Context: an optimization exercise on an open-source flow, tuned for small area, a short achievable clock period and few clock cycles per item. The choices shown serve that exercise and are no tape-out recipe.
In this exercise RTL edits were held to simulation tests only and were not proved equivalent to the original.
Power is estimated from default activity; no workload was simulated.

==> inputs of build 43 <==
==> flow/design.v (excerpt) <==
module per_player_token_bucket_limiter (
   input  wire                                clock,
   input  wire                                reset,
   input  wire                                req_valid,
   output wire                                req_ready,
   input  wire  [pptbl_pkg::OPCODE_W-1:0]     req_opcode,
   input  wire  [pptbl_pkg::IN_SLOT_W-1:0]    req_player_slot,
   input  wire  [pptbl_pkg::PAYLOAD_W-1:0]    req_payload_bytes,
   input  wire  [pptbl_pkg::CHAN_W-1:0]       req_channel_length,
   input  wire  [pptbl_pkg::STAMP_W-1:0]      req_now_ms,
   output wire                                rsp_valid,
   input  wire                                rsp_ready,
   output wire                                rsp_accepted,
   output wire  [pptbl_pkg::STATUS_W-1:0]     rsp_status,
   output wire  [pptbl_pkg::LEVEL_W-1:0]      rsp_tokens_left,
   input  wire                                csr_wr_en,
   input  wire  [pptbl_pkg::CSR_IDX_W-1:0]    csr_index,
   input  wire  [pptbl_pkg::CSR_DATA_W-1:0]   csr_wr_data
);
export LEC_CHECK = 0
export CAP_MARGIN = 20
export CORE_MARGIN = 2
export CORE_UTILIZATION = 40
export SLEW_MARGIN = 20
create_clock -name core_clock -period 16.0 [get_ports {clock}]
standard.sh (not shown) runs the stock make flow with config.mk's settings and CLKGATE_MAP_FILE= SYNTH_SCRIPT=/design/flow/synth_recipe.tcl, a recipe that flattens the netlist after the stock synthesis.
==> flow/flow/run.sh <==
#!/bin/bash
# The standard layout (standard.sh: ORFS with the standard synthesis,
# unchanged), with these differences in how the layout is made:
#  - ports are buffered with buf_4 instead of the slow delay-buffer cell that
#    buffer_ports picks by default (every port still gets its own buffer);
#  - the clock tree uses larger sink clusters (fewer leaf buffers);
#  - placement spreads the cells more evenly (lower target density), which
#    eases detailed routing.
# Each tool's full output is in the ORFS logs under orfs/logs; the make
# output is in orfs_flow.log.
set -euo pipefail
bash standard.sh \
  SETUP_SLACK_MARGIN=11.25 \
  "BUFFER_PORTS_ARGS=-buffer_cell sky130_fd_sc_hd__buf_4" \
  CTS_CLUSTER_SIZE=24 CTS_CLUSTER_DIAMETER=100 \
  PLACE_DENSITY=0.45 \
  finish > orfs_flow.log 2>&1
==> trial 14 (differences from build 43) <==
--- a/flow/design.v
+++ b/flow/design.v
@@ -265,24 +265,20 @@
    logic             r0_msg, r0_upd, r0_rem, r0_bad, r0_big;
    logic [SW-1:0]    r0_slot;
    logic [SLOTS-1:0] r0_sel;
    logic [16:0]      r0_cost;
    logic [31:0]      r0_now;
-   logic [15:0] in_maxpay;
-   logic [7:0]  in_maxch;
    logic        in_take, in_bad, in_big;
-   always_comb begin
-      in_maxpay = maxpay_q;
-      in_maxch  = maxch_q;
-      if (csr_wr_en && csr_index == pptbl_pkg::REG_MAX_PAYLOAD)
-         in_maxpay = csr_wr_data[15:0];
-      if (csr_wr_en && csr_index == pptbl_pkg::REG_MAX_CHANNEL)
-         in_maxch = csr_wr_data[7:0];
-   end
+   logic        wr_pay, wr_ch;
+   assign wr_pay  = csr_wr_en && csr_index == pptbl_pkg::REG_MAX_PAYLOAD;
+   assign wr_ch   = csr_wr_en && csr_index == pptbl_pkg::REG_MAX_CHANNEL;
    assign in_take = !reset && req_valid && rdy_q;
-   assign in_bad  = (req_channel_length == 8'd0) || (req_channel_length > in_maxch);
-   assign in_big  = req_payload_bytes > in_maxpay;
+   assign in_bad  = (req_channel_length == 8'd0) ||
+                    (wr_ch ? (req_channel_length > csr_wr_data[7:0])
+                           : (req_channel_length > maxch_q));
+   assign in_big  = wr_pay ? (req_payload_bytes > csr_wr_data[15:0])
+                           : (req_payload_bytes > maxpay_q);
    always_ff @(posedge clock) begin
       r0_msg  <= in_take && !req_opcode;
       r0_upd  <= in_take && !req_opcode && !in_bad && !in_big;
       r0_rem  <= in_take && req_opcode;
       r0_bad  <= in_bad;
@@ -316,62 +312,65 @@
       .lv_en    (w_upd),
       .lv_addr  (w_slot),
       .lv_data  (w_level)
    );
    logic a_hit;
-   assign a_hit = t_valid && d_upd && (d_slot == r0_slot);
+   assign a_hit = d_upd && (d_slot == r0_slot);
    always_comb begin
-      if (!t_valid)
-         a_level = r0_upd ? cap_q : 26'd0;
-      else if (w_upd && w_slot == r0_slot)
+      if (w_upd && w_slot == r0_slot)
          a_level = w_level;
       else
          a_level = t_level;
    end
-   logic          s0_msg, s0_upd, s0_bad, s0_big, s0_vld, s0_ez;
+   logic          s0_msg, s0_upd, s0_bad, s0_big, s0_vld;
    logic [SW-1:0] s0_slot;
    logic [31:0]   s0_now, s0_stamp;
    logic [25:0]   s0_level;
    logic [16:0]   s0_cost;
    always_ff @(posedge clock) begin
       s0_msg   <= !reset && r0_msg;
       s0_upd   <= !reset && r0_upd;
       s0_bad   <= r0_bad;
       s0_big   <= r0_big;
       s0_vld   <= t_valid;
-      s0_ez    <= !t_valid || (r0_now == t_stamp);
       s0_slot  <= r0_slot;
       s0_now   <= r0_now;
       s0_stamp <= t_stamp;
       s0_level <= a_hit ? d_after : a_level;
       s0_cost  <= r0_cost;
    end
    logic [31:0]   e_e;
    assign e_e = s0_now - s0_stamp;
-   logic          s1_msg, s1_upd, s1_bad, s1_big, s1_vld, s1_ez, s1_ehi;
+   logic          s1_msg, s1_upd, s1_bad, s1_big, s1_vld, s1_ez;
+   logic [5:0]    s1_ehi;
    logic [SW-1:0] s1_slot;
    logic [25:0]   s1_e;
    logic [25:0]   s1_level;
    logic [16:0]   s1_cost;
    always_ff @(posedge clock) begin
       s1_msg   <= !reset && s0_msg;
       s1_upd   <= !reset && s0_upd;
       s1_bad   <= s0_bad;
       s1_big   <= s0_big;
       s1_vld   <= s0_vld;
-      s1_ez    <= s0_ez;
-      s1_ehi   <= |e_e[31:26];
+      s1_ez    <= !s0_vld || (s0_now == s0_stamp);
+      s1_ehi   <= e_e[31:26];
       s1_slot  <= s0_slot;
       s1_e     <= e_e[25:0];
-      s1_level <= (s0_vld && d_upd && d_slot == s0_slot) ? d_after : s0_level;
+      if (!s0_vld)
+         s1_level <= s0_upd ? cap_q : 26'd0;
+      else if (d_upd && d_slot == s0_slot)
+         s1_level <= d_after;
+      else
+         s1_level <= s0_level;
       s1_cost  <= s0_cost;
    end
    logic [26:0] b_r0, b_r1, b_r2;
    logic        b_ovf;
    pptbl_mul_a u_mul_a (
       .e    (s1_e),
-      .ehi  (s1_ehi),
+      .ehi  (|s1_ehi),
       .ez   (s1_ez),
       .rate (rate_q),
       .r0   (b_r0),
       .r1   (b_r1),
       .r2   (b_r2),
@@ -380,11 +379,10 @@
    logic          s2_msg, s2_upd, s2_bad, s2_big, s2_vld, s2_ez, s2_ovf;
    logic [SW-1:0] s2_slot;
    logic [26:0]   s2_r0, s2_r1, s2_r2;
    logic [25:0]   s2_level;
    logic [16:0]   s2_cost;
-   logic [26:0]   s2_cmc;
    always_ff @(posedge clock) begin
       s2_msg   <= !reset && s1_msg;
       s2_upd   <= !reset && s1_upd;
       s2_bad   <= s1_bad;
       s2_big   <= s1_big;
@@ -395,11 +393,10 @@
       s2_r0    <= b_r0;
       s2_r1    <= b_r1;
       s2_r2    <= b_r2;
       s2_level <= (s1_vld && d_upd && d_slot == s1_slot) ? d_after : s1_level;
       s2_cost  <= s1_cost;
-      s2_cmc   <= {1'b0, cap_q} - {10'd0, s1_cost};
    end
    logic [25:0] c_p;
    logic [26:0] c_ks, c_kc;
    logic        c_ovf;
    pptbl_mul_b u_mul_b (
@@ -428,11 +425,11 @@
       s3_nsat  <= s2_ez;
       s3_slot  <= s2_slot;
       s3_p     <= c_p;
       s3_ks    <= c_ks;
       s3_kc    <= c_kc;
-      s3_cmc   <= s2_cmc;
+      s3_cmc   <= {1'b0, cap_q} - {10'd0, s2_cost};
       s3_level <= (s2_vld && d_upd && d_slot == s2_slot) ? d_after : s2_level;
    end
    logic        d_limited;
    pptbl_charge u_charge (
       .level     (s3_level),
@@ -446,16 +443,14 @@
       .limited   (d_limited),
       .after     (d_after)
    );
    assign d_upd  = s3_upd;
    assign d_slot = s3_slot;
-   logic        v_acc;
    logic [1:0]  v_st;
    logic [25:0] v_tok;
    always_comb begin
       v_tok = (s3_bad || s3_big) ? s3_level : d_after;
-      v_acc = !s3_bad && !s3_big && !d_limited;
       if (s3_bad)
          v_st = pptbl_pkg::STATUS_BAD_CHANNEL;
       else if (s3_big)
          v_st = pptbl_pkg::STATUS_TOO_LARGE;
       else if (d_limited)
@@ -468,19 +463,21 @@
       w_slot  <= d_slot;
       w_level <= d_after;
    end
    logic          o_v;
    logic [28:0]   o_data;
-   logic [28:0]   q_data [QN];
+   logic [27:0]   q_data [QN];      
+   logic [27:0]   o_next;
    logic [QW-1:0] q_rd, q_wr, q_rd_next;
    logic [QW:0]   q_cnt, q_left;
    logic          v_in, deq;
-   logic [28:0]   v_word;
+   logic [27:0]   v_word;
    assign v_in      = s3_msg;
-   assign v_word    = {v_acc, v_st, v_tok};
+   assign v_word    = {v_st, v_tok};
    assign deq       = o_v && rsp_ready;
    assign q_left    = q_cnt - (QW+1)'(deq);
+   assign o_next    = (q_left != '0) ? q_data[q_rd_next] : v_word;
    assign q_rd_next = !deq ? q_rd : (q_rd == QW'(QN - 1)) ? '0 : q_rd + 1'b1;
    always_ff @(posedge clock) begin
       if (reset) begin
          o_v   <= 1'b0;
          q_rd  <= '0;
@@ -493,11 +490,11 @@
          if (v_in)
             q_wr <= (q_wr == QW'(QN - 1)) ? '0 : q_wr + 1'b1;
       end
    end
    always_ff @(posedge clock) begin
-      o_data <= (q_left != '0) ? q_data[q_rd_next] : v_word;
+      o_data <= {o_next[27:26] == pptbl_pkg::STATUS_OK, o_next};
       for (int i = 0; i < QN; i++)
          if (v_in && q_wr == QW'(i))
             q_data[i] <= v_word;
    end
    logic       take_msg;
==> flow/flow/run.sh (replaced) <==
#!/bin/bash
# The standard layout (standard.sh: ORFS with the standard synthesis,
# unchanged), with these differences in how the layout is made:
#  - ports are buffered with buf_4 instead of the slow delay-buffer cell that
#    buffer_ports picks by default (every port still gets its own buffer);
#  - the clock tree uses larger sink clusters (fewer leaf buffers);
set -euo pipefail
bash standard.sh \
  SETUP_SLACK_MARGIN=11.25 \
  "BUFFER_PORTS_ARGS=-buffer_cell sky130_fd_sc_hd__buf_4" \
  CTS_CLUSTER_SIZE=24 CTS_CLUSTER_DIAMETER=100 \
  PLACE_DENSITY=0.55 \
  PRE_GLOBAL_ROUTE_TCL=$PWD/flow/grt_adj.tcl \
  finish > orfs_flow.log 2>&1
==> flow/flow/grt_adj.tcl (new file) <==
# Global routing: leave more of met1/met2 to pin access and the detailed
# router, so that more of the wiring goes to met3/met4.
set_global_routing_layer_adjustment met1 0.5
set_global_routing_layer_adjustment met2 0.4
set_global_routing_layer_adjustment met3 0.2
set_global_routing_layer_adjustment met4 0.2
set_global_routing_layer_adjustment met5 0.2
Settings changed: CORE_UTILIZATION 40 to 48.
==> trial 42 (differences from build 43) <==
--- a/flow/design.v
+++ b/flow/design.v
@@ -265,24 +265,20 @@
    logic             r0_msg, r0_upd, r0_rem, r0_bad, r0_big;
    logic [SW-1:0]    r0_slot;
    logic [SLOTS-1:0] r0_sel;
    logic [16:0]      r0_cost;
    logic [31:0]      r0_now;
-   logic [15:0] in_maxpay;
-   logic [7:0]  in_maxch;
    logic        in_take, in_bad, in_big;
-   always_comb begin
-      in_maxpay = maxpay_q;
-      in_maxch  = maxch_q;
-      if (csr_wr_en && csr_index == pptbl_pkg::REG_MAX_PAYLOAD)
-         in_maxpay = csr_wr_data[15:0];
-      if (csr_wr_en && csr_index == pptbl_pkg::REG_MAX_CHANNEL)
-         in_maxch = csr_wr_data[7:0];
-   end
+   logic        wr_pay, wr_ch;
+   assign wr_pay  = csr_wr_en && csr_index == pptbl_pkg::REG_MAX_PAYLOAD;
+   assign wr_ch   = csr_wr_en && csr_index == pptbl_pkg::REG_MAX_CHANNEL;
    assign in_take = !reset && req_valid && rdy_q;
-   assign in_bad  = (req_channel_length == 8'd0) || (req_channel_length > in_maxch);
-   assign in_big  = req_payload_bytes > in_maxpay;
+   assign in_bad  = (req_channel_length == 8'd0) ||
+                    (wr_ch ? (req_channel_length > csr_wr_data[7:0])
+                           : (req_channel_length > maxch_q));
+   assign in_big  = wr_pay ? (req_payload_bytes > csr_wr_data[15:0])
+                           : (req_payload_bytes > maxpay_q);
    always_ff @(posedge clock) begin
       r0_msg  <= in_take && !req_opcode;
       r0_upd  <= in_take && !req_opcode && !in_bad && !in_big;
       r0_rem  <= in_take && req_opcode;
       r0_bad  <= in_bad;
@@ -316,62 +312,65 @@
       .lv_en    (w_upd),
       .lv_addr  (w_slot),
       .lv_data  (w_level)
    );
    logic a_hit;
-   assign a_hit = t_valid && d_upd && (d_slot == r0_slot);
+   assign a_hit = d_upd && (d_slot == r0_slot);
    always_comb begin
-      if (!t_valid)
-         a_level = r0_upd ? cap_q : 26'd0;
-      else if (w_upd && w_slot == r0_slot)
+      if (w_upd && w_slot == r0_slot)
          a_level = w_level;
       else
          a_level = t_level;
    end
-   logic          s0_msg, s0_upd, s0_bad, s0_big, s0_vld, s0_ez;
+   logic          s0_msg, s0_upd, s0_bad, s0_big, s0_vld;
    logic [SW-1:0] s0_slot;
    logic [31:0]   s0_now, s0_stamp;
    logic [25:0]   s0_level;
    logic [16:0]   s0_cost;
    always_ff @(posedge clock) begin
       s0_msg   <= !reset && r0_msg;
       s0_upd   <= !reset && r0_upd;
       s0_bad   <= r0_bad;
       s0_big   <= r0_big;
       s0_vld   <= t_valid;
-      s0_ez    <= !t_valid || (r0_now == t_stamp);
       s0_slot  <= r0_slot;
       s0_now   <= r0_now;
       s0_stamp <= t_stamp;
       s0_level <= a_hit ? d_after : a_level;
       s0_cost  <= r0_cost;
    end
    logic [31:0]   e_e;
    assign e_e = s0_now - s0_stamp;
-   logic          s1_msg, s1_upd, s1_bad, s1_big, s1_vld, s1_ez, s1_ehi;
+   logic          s1_msg, s1_upd, s1_bad, s1_big, s1_vld, s1_ez;
+   logic [5:0]    s1_ehi;
    logic [SW-1:0] s1_slot;
    logic [25:0]   s1_e;
    logic [25:0]   s1_level;
    logic [16:0]   s1_cost;
    always_ff @(posedge clock) begin
       s1_msg   <= !reset && s0_msg;
       s1_upd   <= !reset && s0_upd;
       s1_bad   <= s0_bad;
       s1_big   <= s0_big;
       s1_vld   <= s0_vld;
-      s1_ez    <= s0_ez;
-      s1_ehi   <= |e_e[31:26];
+      s1_ez    <= !s0_vld || (s0_now == s0_stamp);
+      s1_ehi   <= e_e[31:26];
       s1_slot  <= s0_slot;
       s1_e     <= e_e[25:0];
-      s1_level <= (s0_vld && d_upd && d_slot == s0_slot) ? d_after : s0_level;
+      if (!s0_vld)
+         s1_level <= s0_upd ? cap_q : 26'd0;
+      else if (d_upd && d_slot == s0_slot)
+         s1_level <= d_after;
+      else
+         s1_level <= s0_level;
       s1_cost  <= s0_cost;
    end
    logic [26:0] b_r0, b_r1, b_r2;
    logic        b_ovf;
    pptbl_mul_a u_mul_a (
       .e    (s1_e),
-      .ehi  (s1_ehi),
+      .ehi  (|s1_ehi),
       .ez   (s1_ez),
       .rate (rate_q),
       .r0   (b_r0),
       .r1   (b_r1),
       .r2   (b_r2),
@@ -380,11 +379,10 @@
    logic          s2_msg, s2_upd, s2_bad, s2_big, s2_vld, s2_ez, s2_ovf;
    logic [SW-1:0] s2_slot;
    logic [26:0]   s2_r0, s2_r1, s2_r2;
    logic [25:0]   s2_level;
    logic [16:0]   s2_cost;
-   logic [26:0]   s2_cmc;
    always_ff @(posedge clock) begin
       s2_msg   <= !reset && s1_msg;
       s2_upd   <= !reset && s1_upd;
       s2_bad   <= s1_bad;
       s2_big   <= s1_big;
@@ -395,11 +393,10 @@
       s2_r0    <= b_r0;
       s2_r1    <= b_r1;
       s2_r2    <= b_r2;
       s2_level <= (s1_vld && d_upd && d_slot == s1_slot) ? d_after : s1_level;
       s2_cost  <= s1_cost;
-      s2_cmc   <= {1'b0, cap_q} - {10'd0, s1_cost};
    end
    logic [25:0] c_p;
    logic [26:0] c_ks, c_kc;
    logic        c_ovf;
    pptbl_mul_b u_mul_b (
@@ -428,11 +425,11 @@
       s3_nsat  <= s2_ez;
       s3_slot  <= s2_slot;
       s3_p     <= c_p;
       s3_ks    <= c_ks;
       s3_kc    <= c_kc;
-      s3_cmc   <= s2_cmc;
+      s3_cmc   <= {1'b0, cap_q} - {10'd0, s2_cost};
       s3_level <= (s2_vld && d_upd && d_slot == s2_slot) ? d_after : s2_level;
    end
    logic        d_limited;
    pptbl_charge u_charge (
       .level     (s3_level),
@@ -446,16 +443,14 @@
       .limited   (d_limited),
       .after     (d_after)
    );
    assign d_upd  = s3_upd;
    assign d_slot = s3_slot;
-   logic        v_acc;
    logic [1:0]  v_st;
    logic [25:0] v_tok;
    always_comb begin
       v_tok = (s3_bad || s3_big) ? s3_level : d_after;
-      v_acc = !s3_bad && !s3_big && !d_limited;
       if (s3_bad)
          v_st = pptbl_pkg::STATUS_BAD_CHANNEL;
       else if (s3_big)
          v_st = pptbl_pkg::STATUS_TOO_LARGE;
       else if (d_limited)
@@ -468,19 +463,21 @@
       w_slot  <= d_slot;
       w_level <= d_after;
    end
    logic          o_v;
    logic [28:0]   o_data;
-   logic [28:0]   q_data [QN];
+   logic [27:0]   q_data [QN];      
+   logic [27:0]   o_next;
    logic [QW-1:0] q_rd, q_wr, q_rd_next;
    logic [QW:0]   q_cnt, q_left;
    logic          v_in, deq;
-   logic [28:0]   v_word;
+   logic [27:0]   v_word;
    assign v_in      = s3_msg;
-   assign v_word    = {v_acc, v_st, v_tok};
+   assign v_word    = {v_st, v_tok};
    assign deq       = o_v && rsp_ready;
    assign q_left    = q_cnt - (QW+1)'(deq);
+   assign o_next    = (q_left != '0) ? q_data[q_rd_next] : v_word;
    assign q_rd_next = !deq ? q_rd : (q_rd == QW'(QN - 1)) ? '0 : q_rd + 1'b1;
    always_ff @(posedge clock) begin
       if (reset) begin
          o_v   <= 1'b0;
          q_rd  <= '0;
@@ -493,11 +490,11 @@
          if (v_in)
             q_wr <= (q_wr == QW'(QN - 1)) ? '0 : q_wr + 1'b1;
       end
    end
    always_ff @(posedge clock) begin
-      o_data <= (q_left != '0) ? q_data[q_rd_next] : v_word;
+      o_data <= {o_next[27:26] == pptbl_pkg::STATUS_OK, o_next};
       for (int i = 0; i < QN; i++)
          if (v_in && q_wr == QW'(i))
             q_data[i] <= v_word;
    end
    logic       take_msg;
==> flow/flow/run.sh (replaced) <==
#!/bin/bash
# The standard layout (standard.sh: ORFS with the standard synthesis,
# unchanged), with these differences in how the layout is made:
#  - ports are buffered with buf_4 instead of the slow delay-buffer cell that
#    buffer_ports picks by default (every port still gets its own buffer);
#  - the clock tree uses larger sink clusters (fewer leaf buffers);
#  - placement spreads the cells more evenly (lower target density), and
#    global routing keeps more of met1/met2 free (flow/grt_adj.tcl), which
#    eases detailed routing.
# Each tool's full output is in the ORFS logs under orfs/logs; the make
# output is in orfs_flow.log.
set -euo pipefail
bash standard.sh \
  SETUP_SLACK_MARGIN=11.25 \
  "BUFFER_PORTS_ARGS=-buffer_cell sky130_fd_sc_hd__buf_4" \
  CTS_CLUSTER_SIZE=24 CTS_CLUSTER_DIAMETER=100 \
  PLACE_DENSITY=0.45 \
  PRE_GLOBAL_ROUTE_TCL=$PWD/flow/grt_adj.tcl \
  finish > orfs_flow.log 2>&1
==> flow/flow/grt_adj.tcl (new file) <==
# Global routing: leave more of met1/met2 to pin access and the detailed
# router, so that more of the wiring goes to met3/met4.
set_global_routing_layer_adjustment met1 0.5
set_global_routing_layer_adjustment met2 0.4
set_global_routing_layer_adjustment met3 0.2
set_global_routing_layer_adjustment met4 0.2
set_global_routing_layer_adjustment met5 0.2
==> qor summary <==
Multi-input gate area in the final layout: trial 42 44700 um2; trial 14 44700 um2; build 43 45000 um2
Global routing met1 resource utilization: trial 42 0.608; trial 14 0.624; build 43 0.473
Final nets: trial 42 12100; trial 14 12000; build 43 12100
Setup Crit Path Kind: trial 42 flip-flop to primary output; trial 14 flip-flop to primary output; build 43 flip-flop to flip-flop
Number of fillers in the final layout: trial 42 39900; trial 14 30500; build 43 39900
End point of the most critical hold path: trial 42 s1_cost[1]; trial 14 s0_cost[7]; build 43 s1_bad
Reg-to-Reg End: trial 42 q_data[3][19]; trial 14 u_table.stamp_q[54][22]; build 43 s0_ez
Net switching power: trial 42 5.14 mW; trial 14 5.05 mW; build 43 5.18 mW
Reported combinational group power: trial 42 1.25 mW; trial 14 1.24 mW; build 43 1.35 mW
Final-layout clock buffer total: trial 42 366; trial 14 392; build 43 361
Count of flip-flops with a built-in enable after synthesis: trial 42 3908; trial 14 3908; build 43 3915
Setup slack, reg-to-reg: trial 42 11.45 ns; trial 14 11.57 ns; build 43 11.22 ns
Sequential fraction of total cell area: trial 42 0.673; trial 14 0.678; build 43 0.672
Result of the run: trial 42 finished clean; trial 14 finished clean; build 43 finished clean
Testbench counts of build 43, summed over its fixed seeds: cycles 24,120, items 24,000.
Testbench counts of trial 14, summed over its fixed seeds: cycles 24,120, items 24,000.
Testbench counts of trial 42, summed over its fixed seeds: cycles 24,120, items 24,000.

==> afterwards: timing with drivers on the ports <==
In the flow no input, the clock included, has a driving cell. The finished layouts below were timed again as built, in two steps.
Step 1 sets driving cells, clkbuf_16 on the clock port and buf_2 on the other inputs (assumed; they add their load-dependent delay and slew).
Step 2 also shifts input and output timing later by t, the mid clock arrival at the registers, as if the neighbouring blocks saw the same clock.
Three values: no drivers, after step 1, after step 2; two values: the first two.
run	shift t [ns]	slack for setup (ns)	hold slack, ns	worst setup path after step 2	worst slew at a driven data input, ns
build 43	1.134	11.216 / 11.166 / 10.172	0.327 / 0.327 / 0.327	input to register	0.12
trial 14	1.117	11.271 / 11.151 / 10.407	0.318 / 0.318 / 0.318	input to register	0.18
trial 42	1.139	11.302 / 11.183 / 10.411	0.325 / 0.325 / 0.325	input to register	0.10
After both steps every run listed still meets setup and hold. For build 43, which loses most, drivers alone change the setup slack by -0.050 ns; drivers and shift together by -1.044 ns.
